Background: an optimization exercise with open tools, aiming at a short achievable clock period. Do not read the settings as production practice.
Only simulation tests tie the RTL to the original design; equivalence was not proved.
Power is estimated from default activity; no workload was simulated.

== willow ==
Design shooter_top, start of the top module:
module shooter_top #(
	parameter int TICK_CYCLES = 64,
	parameter int BULLET_SLOTS = 20,
	parameter int ENEMY_SLOTS = 8
) (
	input  logic                   CLK,
	input  logic                   RESET,
	input  logic                   fire,
	input  logic                   rotate_cw,
	input  logic                   rotate_ccw,
	input  logic                   weapon_switch,
	output shooter_pkg::heading_t  heading,
	output logic [1:0] weapon,
	output shooter_pkg::bcd_score_t score_bcd,
	output logic                   kill,
	output logic [1:0]  kill_type,
	output logic                   step_done
);
	logic                    fire_pending;
	logic                    fire_take;
	logic                    ph_fire;
	logic                    ph_spawn;
	logic                    ph_move;
	logic [BULLET_SLOTS-1:0] ph_sweep;
	logic [BULLET_SLOTS-1:0] row_sel;     
	logic [BULLET_SLOTS-1:0] res_sel;     
	logic                    resolve;
	logic                    row_live;
	shooter_pkg::heading_t   row_head;
	shooter_pkg::dist_t      row_dist;
	logic [1:0]              row_wpn;
	logic                    hit;
	assign row_sel = {ph_sweep[BULLET_SLOTS-3:0], ph_move, ph_spawn};
	assign res_sel = {ph_sweep[BULLET_SLOTS-2:0], ph_move};
	assign resolve = |res_sel;
	assign fire_take = ph_fire && fire_pending;
	pilot_controls u_pilot_controls (
		.CLK(CLK), .RESET(RESET),
		.fire(fire), .rotate_cw(rotate_cw), .rotate_ccw(rotate_ccw),
		.weapon_switch(weapon_switch), .fire_take(fire_take),
		.heading(heading), .weapon(weapon), .fire_pending(fire_pending)
	);
	step_sequencer #(.TICK_CYCLES(TICK_CYCLES), .BULLET_SLOTS(BULLET_SLOTS)) u_step_sequencer (
		.CLK(CLK), .RESET(RESET),
		.ph_fire(ph_fire), .ph_spawn(ph_spawn), .ph_move(ph_move),
		.ph_sweep(ph_sweep), .step_done(step_done)
	);
	bullet_pool #(.BULLET_SLOTS(BULLET_SLOTS)) u_bullet_pool (
		.CLK(CLK), .RESET(RESET),
		.ph_fire(ph_fire), .fire_take(fire_take), .weapon(weapon), .heading(heading),
  ...
Size: ~690 flip-flops, roughly 36 I/O pins, about 43,000 um^2 of cells after synthesis.
export LEC_CHECK = 0
export ABC_CLOCK_PERIOD_IN_PS = 4000
export CAP_MARGIN = 20
export CORE_MARGIN = 2
export CORE_UTILIZATION = 40
export SLEW_MARGIN = 20
create_clock -name core_clock -period 17.0 [get_ports {CLK}]
standard.sh (not shown) runs the stock make flow with config.mk's settings and CLKGATE_MAP_FILE= SYNTH_SCRIPT=/design/flow/synth_recipe.tcl, a recipe that flattens the netlist after the stock synthesis.
==> flow/flow/run.sh <==
#!/bin/bash
# Standard ORFS layout, with repair_timing aiming well below the 17 ns clock
set -euo pipefail
bash standard.sh SETUP_SLACK_MARGIN=13 finish > make_finish.log 2>&1
In summary, willow completed successfully, with a layout that passed the timing, design-rule and antenna checks.
Inputs modified between willow and nickel:
# willow
export LEC_CHECK = 0
export ABC_CLOCK_PERIOD_IN_PS = 4000
export CAP_MARGIN = 20
export CORE_MARGIN = 2
export CORE_UTILIZATION = 40
export SLEW_MARGIN = 20
create_clock -name core_clock -period 17.0 [get_ports {CLK}]
# nickel
export LEC_CHECK = 0
export ABC_CLOCK_PERIOD_IN_PS = 4000
export CAP_MARGIN = 20
export CORE_MARGIN = 2
export CORE_UTILIZATION = 65
export SLEW_MARGIN = 20
create_clock -name core_clock -period 17.0 [get_ports {CLK}]
- nickel was carried through to the last stage, and its layout satisfied the timing, design-rule and antenna checks.
- Taking willow as 1.0, nickel lands at 1.11 on post-detailed-route via-to-cell ratio.
- Changes observed in nickel relative to willow: core area lost 41,000 um^2; area overhead of the layout relative to synthesis down 1.6 points; wire length after detailed routing down 3.3%; sequential portion of the cell area picked up an extra 0.54 points.
- Comparing nickel against willow, there is no change at all in xor-xnor portion of the synthesized cell area.
- Re clock power share: willow was higher than nickel.
- STATUS power: nickel wins against willow
- Summary of nickel over willow: sequential power did not really move, buffer depth of the longest clock path did not really move, routability congestion estimate went up.

shooter_top, a different RTL version from the one above (not shown whole).
Size: ~720 flip-flops.
Settings: LEC_CHECK=0, ABC_CLOCK_PERIOD_IN_PS=4000, CAP_MARGIN=20, CORE_MARGIN=2, CORE_UTILIZATION=82, CTS_BUF_LIST=sky130_fd_sc_hd__clkbuf_16, CTS_CLUSTER_DIAMETER=100, CTS_CLUSTER_SIZE=25, SLEW_MARGIN=20; clock period 17.0 ns.
Scripts as last shown in full above: flow/flow/run.sh
The starting point went through all stages and came out clean.
Edit:
CORE_UTILIZATION = 75   (was 82)
Final area came out higher by 0.46%.
Total power climbs by 0.39%.
Area after synthesis is unchanged.
Cell count rose by 1.6%.
Via count shrinks by 3.1%.

run R:
Another version of the RTL of shooter_top (not shown whole).
Size in the first run: roughly 4800 cells after synthesis, ~720 flip-flops, roughly 36 I/O pins.
Settings: LEC_CHECK=0, ABC_CLOCK_PERIOD_IN_PS=4000, CAP_MARGIN=20, CORE_MARGIN=2, CORE_UTILIZATION=65, SLEW_MARGIN=20; clock period 17.0 ns.
Scripts as last shown in full above: flow/flow/run.sh
Run R finished all stages; the layout is clean.
Setup changes, run R to run C
-- flow/config.mk --
<<< run R, line 10
export CORE_MARGIN = 2
export CORE_UTILIZATION = 65
export SLEW_MARGIN = 20
>>> run C, line 10
export CORE_MARGIN = 2
export CORE_UTILIZATION = 75
export CTS_BUF_LIST = sky130_fd_sc_hd__clkbuf_16
export CTS_CLUSTER_DIAMETER = 100
export CTS_CLUSTER_SIZE = 25
export SLEW_MARGIN = 20
## What came out
Via count of the first global-routing pass: lower on run R. Run C ended up with a lower relative area of non-clock buffer cells in the final design than run R did. Relative to run R, the clock power measured on run C has decreased by more than a quarter. Run C ends up with lower data arrival time at the worst-slack endpoint than run R does. Run C ends up with a wire length that is 2.7% lower than in run R. Compared to run R, run C has post-layout worst setup margin 49 ps higher. Delta (run C minus run R): cell depth of the worst setup path stayed essentially flat, time the final worst path needs with I/O delays and setup went down 49 ps, final area has decreased.

[afterwards: timing with drivers on the ports]
The flow's constraints put no driver on any port. The routed layouts listed below were extracted and timed again, unchanged, in two steps. Step 1 (the two cells are an assumption about what drives the block):
set clk [get_ports {CLK}]
set_driving_cell -lib_cell sky130_fd_sc_hd__clkbuf_16 $clk
set_driving_cell -lib_cell sky130_fd_sc_hd__buf_2 [delete_from_list [all_inputs] $clk]
Step 2, shift: input delay + t, output delay - t, t = (earliest + latest rising clock arrival at the registers) / 2. This alone moves slack from input paths to output paths. Three values: ideal ports, drivers, drivers and shift; two values: the first two.
run | t (ns) | setup WS [ns] | worst register clock-pin slew, ns | worst data-port slew with drivers (ns)
willow | 0.738 | 12.344 / 12.278 / 12.408 | 0.07 / 0.07 | 0.03
nickel | 0.691 | 12.383 / 12.314 / 12.446 | 0.06 / 0.06 | 0.04
the first run of note 2 | 0.677 | 12.522 / 12.460 / 12.291 | 0.11 / 0.11 | 0.23
the second run of note 2 | 0.669 | 12.542 / 12.473 / 12.351 | 0.11 / 0.11 | 0.20
run R | 0.704 | 12.495 / 12.427 / 12.476 | 0.07 / 0.07 | 0.05
run C | 0.661 | 12.544 / 12.481 / 12.507 | 0.11 / 0.11 | 0.04
After both steps setup and hold are still met in every run listed. The setup slack of the first run of note 2, which loses most, moves by -0.062 ns with the drivers and by -0.231 ns with both steps.
